This design comes from an exercise in tuning for small area and a short achievable clock period on the open sky130 flow, not from production work. Only simulation tests tie the RTL to the original design; equivalence was not proved.

==> job 2788 <==
## iir_filter_gen
module iir_filter_gen (
  input  logic               CLK,
  input  logic               RST_n,
  input  logic signed [10:0] DIN,
  input  logic               VIN,
  input  logic [32:0]        B,
  input  logic [21:0]        A,
  input  logic               COEF_LD,
  output logic signed [10:0] DOUT,
  output logic               VOUT,
  output logic               SAT
);
clock: 10.0 ns
lec_check: 0
cap_margin: 20
core_margin: 2
core_utilization: 55
setup_slack_margin: 3
slew_margin: 20
synth_hierarchical: 1
synth_minimum_keep_size: 0
run.sh (not shown) runs the stock make flow with config.mk's settings and CLKGATE_MAP_FILE= SYNTH_SCRIPT=/design/flow/synth_recipe.tcl, a recipe that flattens the netlist after the stock synthesis.
==> job 8135 (differences from job 2788) <==
--- a/flow/config.mk
+++ b/flow/config.mk
@@ -9,4 +9,4 @@
 export CORE_MARGIN = 2
-export CORE_UTILIZATION = 55
-export SETUP_SLACK_MARGIN = 3
+export CORE_UTILIZATION = 40
+export SETUP_SLACK_MARGIN = 4
 export SLEW_MARGIN = 20
==> results_dict.tcl <==
set metrics [dict create \
    slowest_stage "nor2b_1" \
    run_status "no timing/DRC/antenna violations" \
    drive_gt1_share_pct 8.32 \
    rows 70 \
    multiInputGateArea_mm2 0.0158 \
    dpl_cell_area_mm2 0.0223 \
    via_count 17708 \
    reg2reg_to "f_r[23]" \
    wire_per_inst_um 28.5 \
    post_cts_resized 2 \
    crit_chain "nor2b_1, a222oi_1, fa_1, fa_1, fa_1, fa_1, fa_1, fa_1, ha_1, nand4_2, or3_1, o211ai_2, o22ai_2, nor3_1, nor3_1, mux2_2" \
    cts_setup_buffers 1 \
]
(the above is from job 2788)
==> results_dict.tcl <==
set metrics [dict create \
    run_status "no timing/DRC/antenna violations" \
    crit_chain "and2_1, a222oi_1, fa_1, fa_2, fa_2, fa_1, fa_1, ha_4, buf_4, buf_4, a21o_1, a21oi_2, a211o_1, a21o_4, a211oi_4, and4_4, buf_12, o21ai_4, a211oi_2" \
    wire_per_inst_um 27.1 \
    dpl_cell_area_mm2 0.0227 \
    via_count 18366 \
    multiInputGateArea_mm2 0.0170 \
    slowest_stage "fa_2" \
    maxCapViolations 0 \
    cts_setup_buffers 61 \
    rows 83 \
    htreeDepth 4 \
    reg2reg_to "y1_r[2]" \
]
(the above is from job 8135)


==> v23: inputs <==
iir_filter_gen, a different RTL version from the one above (not shown whole).
export LEC_CHECK = 0
export CAP_MARGIN = 20
export CORE_MARGIN = 2
export CORE_UTILIZATION = 40
export CTS_BUF_LIST = sky130_fd_sc_hd__clkbuf_4 sky130_fd_sc_hd__clkbuf_8
export SETUP_SLACK_MARGIN = 3.5
export SLEW_MARGIN = 20
export SYNTH_HIERARCHICAL = 1
export SYNTH_MINIMUM_KEEP_SIZE = 0
create_clock -name core_clock -period 10.0 [get_ports {CLK}]
standard.sh (not shown) runs the stock make flow with config.mk's settings and CLKGATE_MAP_FILE= SYNTH_SCRIPT=/design/flow/synth_recipe.tcl, a recipe that flattens the netlist after the stock synthesis.
==> flow/flow/run.sh <==
#!/bin/bash
# The standard layout (the standard.sh, unchanged), with one difference:
# the buffers placed on the input and output ports are the smallest buffer
# cell, sky130_fd_sc_hd__buf_1, rather than the one buffer_ports picks.
set -euo pipefail
cp standard.sh standard_sh.log
export BUFFER_PORTS_ARGS="-buffer_cell sky130_fd_sc_hd__buf_1"
bash standard.sh > standard.log 2>&1
==> v36: changes against v23 <==
Settings changed: SETUP_SLACK_MARGIN 3.5 to 3.25.
==> summary of the runs <==
v23 produced a clean layout. v36 ran to the end with no violations.
Non-clock buffer count: v23 is higher than v36 (55).
Synthesized area is the same in v23 and v36.
Of v23 and v36, v23 has the higher cell area (gap about 3.5%, measured against v36).
Via count: v36 is lower than v23 (2.4%).
Critical path depth is the same in v23 and v36.
==> figures <==
                                          v36       v23
Area grow syn2layout                    9.73%     13.5%
Min Clock Period, post-route          6.56 ns   6.38 ns
Met2 track demand over resource         0.451     0.456
Via total after detailed routing        16700     17200
Top routing layer in use                 met5      met4
Post-CTS Setup Bufs                         8        21
Result of the run  no timing/DRC/antenna violations  no timing/DRC/antenna violations

[separate check: timing with driven ports]
No port has a modelled driver above. Below, the same layouts with a new extraction and two added sets of constraints.
Step 1 sets driving cells, clkbuf_16 on the clock port and buf_2 on the other inputs (assumed; they add their load-dependent delay and slew).
Step 2 times the ports against the registers' clock, not the clock port: input delays grow and output delays shrink by t, the midpoint of the rising clock arrivals with the driver on.
a / b / c = no drivers / after step 1 / after step 2; a / b = the first two.
| run | t, ns | slack for setup (ns) | worst hold slack (ns) | clock arrival spread, ns |
|---|---|---|---|---|
| job 2788 | 0.504 | 3.180 / 3.180 / 3.060 | 0.492 / 0.492 / 0.492 | 0.015 / 0.015 |
| job 8135 | 0.540 | 3.788 / 3.788 / 3.672 | 0.492 / 0.492 / 0.492 | 0.016 / 0.016 |
| v23 | 0.589 | 3.617 / 3.617 / 3.275 | 0.503 / 0.503 / 0.503 | 0.027 / 0.027 |
| v36 | 0.595 | 3.442 / 3.442 / 3.224 | 0.500 / 0.500 / 0.500 | 0.024 / 0.025 |
After both steps setup and hold are still met in every run listed. The setup slack of v23, which loses most, moves by 0.000 ns with the drivers and by -0.342 ns with both steps.
